Background: an optimization exercise with open tools, aiming at small area. Do not read the settings as production practice. The RTL was checked by simulation tests, not by an equivalence proof against the original design. No activity file was given, so power comes from the tool's default toggle rates.

==> flow/design.v <==
`default_nettype none
package legPkg;
	localparam int instrWidth = 32;
	localparam int regAddrWidth = 5;
	localparam int shamtWidth = 6;
	localparam logic [regAddrWidth-1:0] zeroReg = 5'd31;
	localparam logic [2:0] aluAdd = 3'd0;
	localparam logic [2:0] aluSub = 3'd1;
	localparam logic [2:0] aluAnd = 3'd2;
	localparam logic [2:0] aluOrr = 3'd3;
	localparam logic [2:0] aluEor = 3'd4;
	localparam logic [2:0] aluEnor = 3'd5;
	localparam logic [2:0] aluLsl = 3'd6;
	localparam logic [2:0] aluLsr = 3'd7;
	localparam logic [1:0] immNone = 2'd0;
	localparam logic [1:0] immI12 = 2'd1;
	localparam logic [1:0] immD9 = 2'd2;
	localparam logic [1:0] immMov = 2'd3;
	typedef struct packed {
		logic [2:0] op;
		logic [1:0] immKind;
		logic [22:0] bits;
	} decWord;
endpackage
`default_nettype wire
`timescale 1ns/1ns
`default_nettype none
module fetchUnit (
	input  logic clk,
	input  logic reset,
	output logic [63:0] iaddr
);
	logic [61:0] pc;
	always_ff @(posedge clk or posedge reset) begin
		if (reset) begin
			pc <= '0;
		end else begin
			pc <= pc + 62'd1;
		end
	end
	assign iaddr = {pc, 2'b00};
endmodule
`default_nettype wire
`timescale 1ns/1ns
`default_nettype none
import legPkg::*;
module instrDecoder (
	input  logic [31:0] instr,
	output legPkg::decWord dec,
	output logic regWrite,
	output logic isLoad,
	output logic isStore
);
	logic [10:0] op11;
	logic [9:0] op10;
	logic rValid;
	logic iValid;
	logic isMovz;
	logic isShift;
	assign op11 = instr[31:21];
	assign op10 = instr[31:22];
	always_comb begin
		rValid = 1'b1;
		dec.op = aluAdd;
		case (op11)
			11'b00101000000: dec.op = aluAdd;
			11'b00101001001: dec.op = aluSub;
			11'b00101000010: dec.op = aluAnd;
			11'b00101001000: dec.op = aluOrr;
			11'b00101000100: dec.op = aluEor;
			11'b00101000101: dec.op = aluEnor;
			11'b00101000110: dec.op = aluLsl;
			11'b00101000111: dec.op = aluLsr;
			default: rValid = 1'b0;
		endcase
		iValid = 1'b1;
		case (op10)
			10'b1000100000: dec.op = aluAdd;
			10'b1000100111: dec.op = aluSub;
			10'b1000100010: dec.op = aluAnd;
			10'b1000100110: dec.op = aluOrr;
			10'b1000100100: dec.op = aluEor;
			10'b1000100101: dec.op = aluEnor;
			default: iValid = 1'b0;
		endcase
	end
	assign isLoad = op11 == 11'b11010000000;
	assign isStore = op11 == 11'b11010000001;
	assign isMovz = instr[31:23] == 9'b110010101;
	always_comb begin
		if (iValid) dec.immKind = immI12;
		else if (isLoad || isStore) dec.immKind = immD9;
		else if (isMovz) dec.immKind = immMov;
		else dec.immKind = immNone;
	end
	assign dec.bits = instr[22:0];
	assign regWrite = (rValid | iValid | isLoad | isMovz) & (instr[4:0] != zeroReg);
endmodule
`default_nettype wire
`timescale 1ns/1ns
`default_nettype none
import legPkg::*;
module registerFile #(
	parameter int dataWidth = 64
) (
	input  logic clk,
	input  logic reset,
	input  logic [legPkg::regAddrWidth-1:0] readRegA,
	input  logic readEnableA,
	input  logic [legPkg::regAddrWidth-1:0] readRegB,
	input  logic [legPkg::regAddrWidth-1:0] writeReg,
	input  logic writeEnable,
	input  logic [dataWidth-1:0] writeValue,
	output logic [dataWidth-1:0] readA,
	output logic [dataWidth-1:0] readB
);
	logic [dataWidth-1:0] regs [0:zeroReg-1];
	logic [zeroReg-1:0] valid;
	logic [zeroReg-1:0] sel;
	logic [legPkg::regAddrWidth-1:0] readReg;
	logic readEnable;
	logic [dataWidth-1:0] readPort;
	logic phaseRise;
	logic phaseFall;
	logic firstHalf;
	always_ff @(posedge clk or posedge reset) begin
		if (reset) begin
			phaseRise <= 1'b0;
		end else begin
			phaseRise <= ~phaseRise;
		end
	end
	always_ff @(negedge clk or posedge reset) begin
		if (reset) begin
			phaseFall <= 1'b0;
		end else begin
			phaseFall <= phaseRise;
		end
	end
	assign firstHalf = phaseRise ^ phaseFall;
	always_ff @(posedge clk or posedge reset) begin
		if (reset) begin
			valid <= '0;
		end else if (writeEnable) begin
			valid[writeReg] <= 1'b1;
		end
	end
	always_ff @(posedge clk) begin
		if (writeEnable) begin
			regs[writeReg] <= writeValue;
		end
	end
	assign readReg = firstHalf ? readRegA : readRegB;
	assign readEnable = firstHalf ? readEnableA : 1'b1;
	always_comb begin
		readPort = '0;
		for (int i = 0; i < zeroReg; i++) begin
			sel[i] = valid[i] && readEnable && readReg == i[4:0];
			readPort = readPort | ({dataWidth{sel[i]}} & regs[i]);
		end
	end
	always_ff @(negedge clk or posedge reset) begin
		if (reset) begin
			readA <= '0;
		end else begin
			readA <= readPort;
		end
	end
	assign readB = readPort;
endmodule
`default_nettype wire
`timescale 1ns/1ns
`default_nettype none
import legPkg::*;
module executeUnit #(
	parameter int dataWidth = 64
) (
	input  logic [dataWidth-1:0] operandA,
	input  logic [dataWidth-1:0] operandB,
	input  legPkg::decWord dec,
	output logic [dataWidth-1:0] result
);
	logic [dataWidth-1:0] imm;
	logic [dataWidth-1:0] aluB;
	logic [5:0] shamt;
	always_comb begin
		case (dec.immKind)
			immI12: imm = 64'(dec.bits[21:10]);
			immD9: imm = 64'(dec.bits[20:12]);
			immMov: imm = 64'(dec.bits[20:5]) << {dec.bits[22:21], 4'b0000};
			default: imm = '0;
		endcase
	end
	assign aluB = (dec.immKind == immNone) ? operandB : imm;
	assign shamt = dec.bits[15:10];
	always_comb begin
		case (dec.op)
			aluAdd: result = operandA + aluB;
			aluSub: result = operandA - aluB;
			aluAnd: result = operandA & aluB;
			aluOrr: result = operandA | aluB;
			aluEor: result = operandA ^ aluB;
			aluEnor: result = ~(operandA ^ aluB);
			aluLsl: result = operandA << shamt;
			default: result = operandA >> shamt;
		endcase
	end
endmodule
`default_nettype wire
`timescale 1ns/1ns
`default_nettype none
import legPkg::*;
module legCpu #(
	parameter int dataWidth = 64
) (
	input  logic clk,
	input  logic reset,
	input  logic [legPkg::instrWidth-1:0] instr,
	output logic [63:0] iaddr,
	output logic [63:0] daddr,
	output logic [63:0] writeData,
	output logic memWrite,
	input  logic [63:0] readData
);
	legPkg::decWord fetchDec;
	logic fetchWe;
	logic fetchLd;
	logic fetchSt;
	legPkg::decWord idDec;
	logic idWe;
	logic idLd;
	logic idSt;
	logic [dataWidth-1:0] regA;
	logic [dataWidth-1:0] regB;
	legPkg::decWord exDec;
	logic exWe;
	logic exLd;
	logic exSt;
	logic [dataWidth-1:0] exA;
	logic [dataWidth-1:0] exB;
	logic [dataWidth-1:0] exResult;
	logic [dataWidth-1:0] memResult;
	logic [dataWidth-1:0] memStore;
	logic [4:0] memDest;
	logic memWe;
	logic memLd;
	fetchUnit fetch (
		.clk(clk),
		.reset(reset),
		.iaddr(iaddr)
	);
	instrDecoder decoder (
		.instr(instr),
		.dec(fetchDec),
		.regWrite(fetchWe),
		.isLoad(fetchLd),
		.isStore(fetchSt)
	);
	registerFile #(.dataWidth(dataWidth)) regFile (
		.clk(clk),
		.reset(reset),
		.readRegA(idDec.bits[9:5]),
		.readEnableA(idDec.immKind != immMov),
		.readRegB(idSt ? idDec.bits[4:0] : idDec.bits[20:16]),
		.writeReg(memDest),
		.writeEnable(memWe),
		.writeValue(memLd ? readData : memResult),
		.readA(regA),
		.readB(regB)
	);
	executeUnit #(.dataWidth(dataWidth)) execute (
		.operandA(exA),
		.operandB(exB),
		.dec(exDec),
		.result(exResult)
	);
	always_ff @(posedge clk or posedge reset) begin
		if (reset) begin
			idWe <= 1'b0;
			idLd <= 1'b0;
			idSt <= 1'b0;
			exWe <= 1'b0;
			exLd <= 1'b0;
			exSt <= 1'b0;
			memWe <= 1'b0;
			memLd <= 1'b0;
			memWrite <= 1'b0;
		end else begin
			idWe <= fetchWe;
			idLd <= fetchLd;
			idSt <= fetchSt;
			exWe <= idWe;
			exLd <= idLd;
			exSt <= idSt;
			memWe <= exWe;
			memLd <= exLd;
			memWrite <= exSt;
		end
	end
	always_ff @(posedge clk) begin
		idDec <= fetchDec;
		exDec <= idDec;
		exA <= regA;
		exB <= regB;
		memResult <= exResult;
		memStore <= exB;
		memDest <= exDec.bits[4:0];
	end
	assign daddr = memResult;
	assign writeData = memStore;
endmodule
`default_nettype wire
==> flow/run.sh <==
#!/bin/bash
# synth_recipe.tcl (not shown) runs the flow's synth.tcl, then flattens the netlist and writes it again
# the make line also repeats each setting of config.mk as NAME=value (left out here)
make -C /OpenROAD-flow-scripts/flow DESIGN_CONFIG=/design/flow/config.mk WORK_HOME=/design/flow/orfs CLKGATE_MAP_FILE= SYNTH_SCRIPT=/design/flow/synth_recipe.tcl finish
==> flow/config.mk <==
export PLATFORM = sky130hd
export DESIGN_NAME = legCpu
export DESIGN_NICKNAME = legCpu
export VERILOG_FILES = /design/flow/design.v
export SDC_FILE = /design/flow/constraint.sdc
export NUM_CORES = 4
export LEC_CHECK = 0
export CAP_MARGIN = 20
export CORE_MARGIN = 2
export CORE_UTILIZATION = 50
export PLACE_DENSITY = 0.6
export SLEW_MARGIN = 20
==> flow/constraint.sdc <==
create_clock -name core_clock -period 9.0 [get_ports {clk}]
set_input_delay 1.8000 -clock core_clock [delete_from_list [all_inputs] [get_ports {clk}]]
set_output_delay 1.8000 -clock core_clock [all_outputs]
set_load 0.01 [all_outputs]
==> impl_metrics.json <==
{
  "status": "complete, no violations",
  "cts_tree": "built",
  "clk_latency_ps": 930,
  "cp-start-kind": "register",
  "synth-seq-cells": 2469,
  "synth-edff-count": 1984,
  "leakagePower_nw": 40.9,
  "min-delay-start": "idDec[21]",
  "wl_per_cell_um": 42.2,
  "cp.arrival_ps": 4600,
  "hold_buffers": 0,
  "grt_pass1_vias": 67900,
  "synthFlopType": "edfxtp_1",
  "crit_family": "simple AND/OR/NAND/NOR gates",
  "synth_top_cell_by_area": "edfxtp_1",
  "path_cells": "mux2_2 > mux2_2 > nand2_1 > nor2_1 > and3_4 > buf_12 > buf_4 > a221oi_1 > nand3_1 > or4_1",
  "drc": 0,
  "antenna_found_initial": 44,
  "ant_nets": 0,
  "grt_first_pass_wirelength_um": 580000,
  "syn_area_um2": 101000,
  "rsz0062_at_grt": "false",
  "rr_startpoint": "idSt",
  "finalNetCount": 7637,
  "drive_above_1_share": 0.118,
  "fillers": 15700,
  "crit_required_ps": 5040,
  "cts_sinks": 2469,
  "io_buffers": 288,
  "start_util": 0.504,
  "global_route.usage.total": 0.414,
  "synth_top_area_share": 0.591,
  "path_max_fanout": 21,
  "setup_viol": 0,
  "dr.first_iter.drc_count": 12600,
  "cpPeakStageDelay_ps": 820,
  "area_delta_synth_final_pct": 16.0,
  "cts_resized": 0,
  "htree_levels": 5,
  "fin_worst_skew_ps": 127,
  "final_hold_viol_count": 0,
  "totalNegativeSetupSlack_ps": 0,
  "hp-class": "register to register",
  "path_class": "register to register",
  "maxCapViolations": 0,
  "numCtsBuffers": 274,
  "yosys_warnings": 6,
  "vias": 71900,
  "power.density_nw_per_um2": 249,
  "synth.distinct_cells": 87,
  "syn-instance-count": 6962,
  "overflow": 0,
  "rows": 164,
  "wirelength_um": 432000,
  "worst-path-buf-inv": 2,
  "ys_async_sr_fraction": 0.0680,
  "dieArea_um2": 205000,
  "drt_pass1_iterations": 6,
  "vdd_drop_max_mv": 0.322,
  "die_x_um": 453,
  "slew-limit-headroom": 0.101,
  "coreArea_um2": 200000,
  "slew_viol_final": 0,
  "worst_pin_slew_ps": 1330,
  "clk_pin_slew_ps": 60,
  "dp_hpwl_um": 279000,
  "place_congestion": 1.03,
  "ys_top_cells_by_count": "edfxtp_1, a22oi_1, nor2_1",
  "yosysMostFrequentCell": "edfxtp_1",
  "cp-startpoint": "idSt",
  "cts_setup_buffers": 0,
  "worst_path_max_delay_cell": "or4_1",
  "cp_common_cell": "mux2_2",
  "boundaryPins": 291,
  "synth_seq_area_share": 0.695,
  "avgSynthCellArea_um2": 14.5,
  "vias_per_cell": 7.02,
  "clock_path_buffers": 4,
  "finalPower_mw": 29.1,
  "grt_max_degree": 157,
  "die_h_um": 453,
  "netlist_top_cells_area": "edfxtp_1, dfxtp_1, a22oi_1, dfrtp_1, ha_1",
  "cp-end-kind": "register",
  "ctsRootBufferMaster": "clkbuf_16"
}
-- where the power goes --
group	internal, mW	switching [mW]
sequential	13.7	0.342
clock	6.47	4.49
combinational	1.06	3.09
-- routing by layer --
metal	global-route usage	share of wire
met5	0	0.00031
met4	0.221	0.062
met3	0.109	0.13
met2	0.637	0.45
met1	0.539	0.36
-- area by class of cell --
cell class,instances,area [um^2],share of cell area
Antenna cell,46,115,0.000984
Clock buffer,361,7510,0.0642
Clock inverter,111,1130,0.00966
Inverter,169,642,0.00549
Multi-Input combinational cell,3871,28800,0.246
Sequential cell,2469,70200,0.600
Tap cell,2656,3320,0.0284
Timing Repair Buffer,556,5330,0.0456
-- layout by cell type, fill, tap and decap left out, types with 31 or more instances in the layout --
cell | Yosys | layout
ha_1 | 197 | 197
mux2_2 | 95 | 95
a22oi_1 | 610 | 610
nand3_1 | 264 | 264
nor2_1 | 347 | 314
clkinv_1 | 0 | 32
buf_12 | 0 | 35
nor3_1 | 61 | 59
a21oi_1 | 197 | 197
a22o_1 | 178 | 178
a221oi_1 | 219 | 219
clkdlybuf4s50_1 | 0 | 288
nand4_1 | 84 | 84
a222oi_1 | 64 | 64
clkbuf_16 | 0 | 280
dfrtp_1 | 103 | 102
or4_1 | 59 | 59
inv_1 | 165 | 163
buf_4 | 3 | 233
o21ai_0 | 207 | 203
nand2b_1 | 52 | 50
dfxtp_1 | 317 | 311
nor2_4 | 1 | 33
o211ai_1 | 40 | 40
clkinv_2 | 0 | 33
and3_4 | 0 | 31
edfxtp_1 | 1984 | 1984
xnor2_1 | 147 | 147
o221ai_1 | 45 | 45
a221o_1 | 32 | 32
nand2_1 | 200 | 200
o22ai_1 | 53 | 53
a211oi_1 | 38 | 38
clkbuf_1 | 305 | 61
diode_2 | 0 | 46
mux2i_1 | 234 | 234
dfrtn_1 | 65 | 65
o21bai_1 | 35 | 35
-- flip-flops by register name (all words and copies together), names as in the netlist --
register	cells
idWe	1
exA	64
exLd	1
memStore	64
fetch.pc	62
memDest	5
exB	64
memResult	64
idDec	28
exDec	28
idSt	1
exSt	1
regFile.phaseFall	1
memWe	1
regFile.readA	64
memLd	1
exWe	1
regFile.valid	31
idLd	1
regFile.phaseRise	1
regFile.regs	1984
memWrite	1
-- worst paths after layout --
path | end | slack [ps] | cells past startpoint
min in group asynchronous | fetch.pc[56] | 1490 | 3
setup reg to reg | regFile.readA[51] | 440 | 10
setup / recovery | regFile.readA[51] | 440 | 10
hold reg to reg | exDec[21] | 320 | 0
hold / removal | exDec[21] | 320 | 0
max in group asynchronous | regFile.readA[1] | 2390 | 3
-- logic make-up (layout without fill, tap and decap cells) --
| logic type | Yosys count | in the layout | synth area share |
|---|---|---|---|
| fa+ha+maj | 198 | 198 | 0.0246 |
| xor+xnor | 177 | 177 | 0.0154 |
| other cells | 1 | 48 | 0.0000372 |
| compound gates | 1915 | 1915 | 0.142 |
| flops | 2469 | 2469 | 0.695 |
| simple gates | 1227 | 1227 | 0.0603 |
| buf+inv | 623 | 1197 | 0.0236 |
| mux | 352 | 352 | 0.0390 |
-- through the flow --
step	instances	hold slack [ps]	setup slack, ps	utilization	instance area (um^2)
finish	10200	319	439	0.585	117000
global route	10200	333	330	0.584	117000
CTS	10200	325	521	0.584	117000
detailed placement	9721	314	598	0.541	108000
global placement	9719	314	654	0.541	108000
floorplan	6963	310	677	-	101000
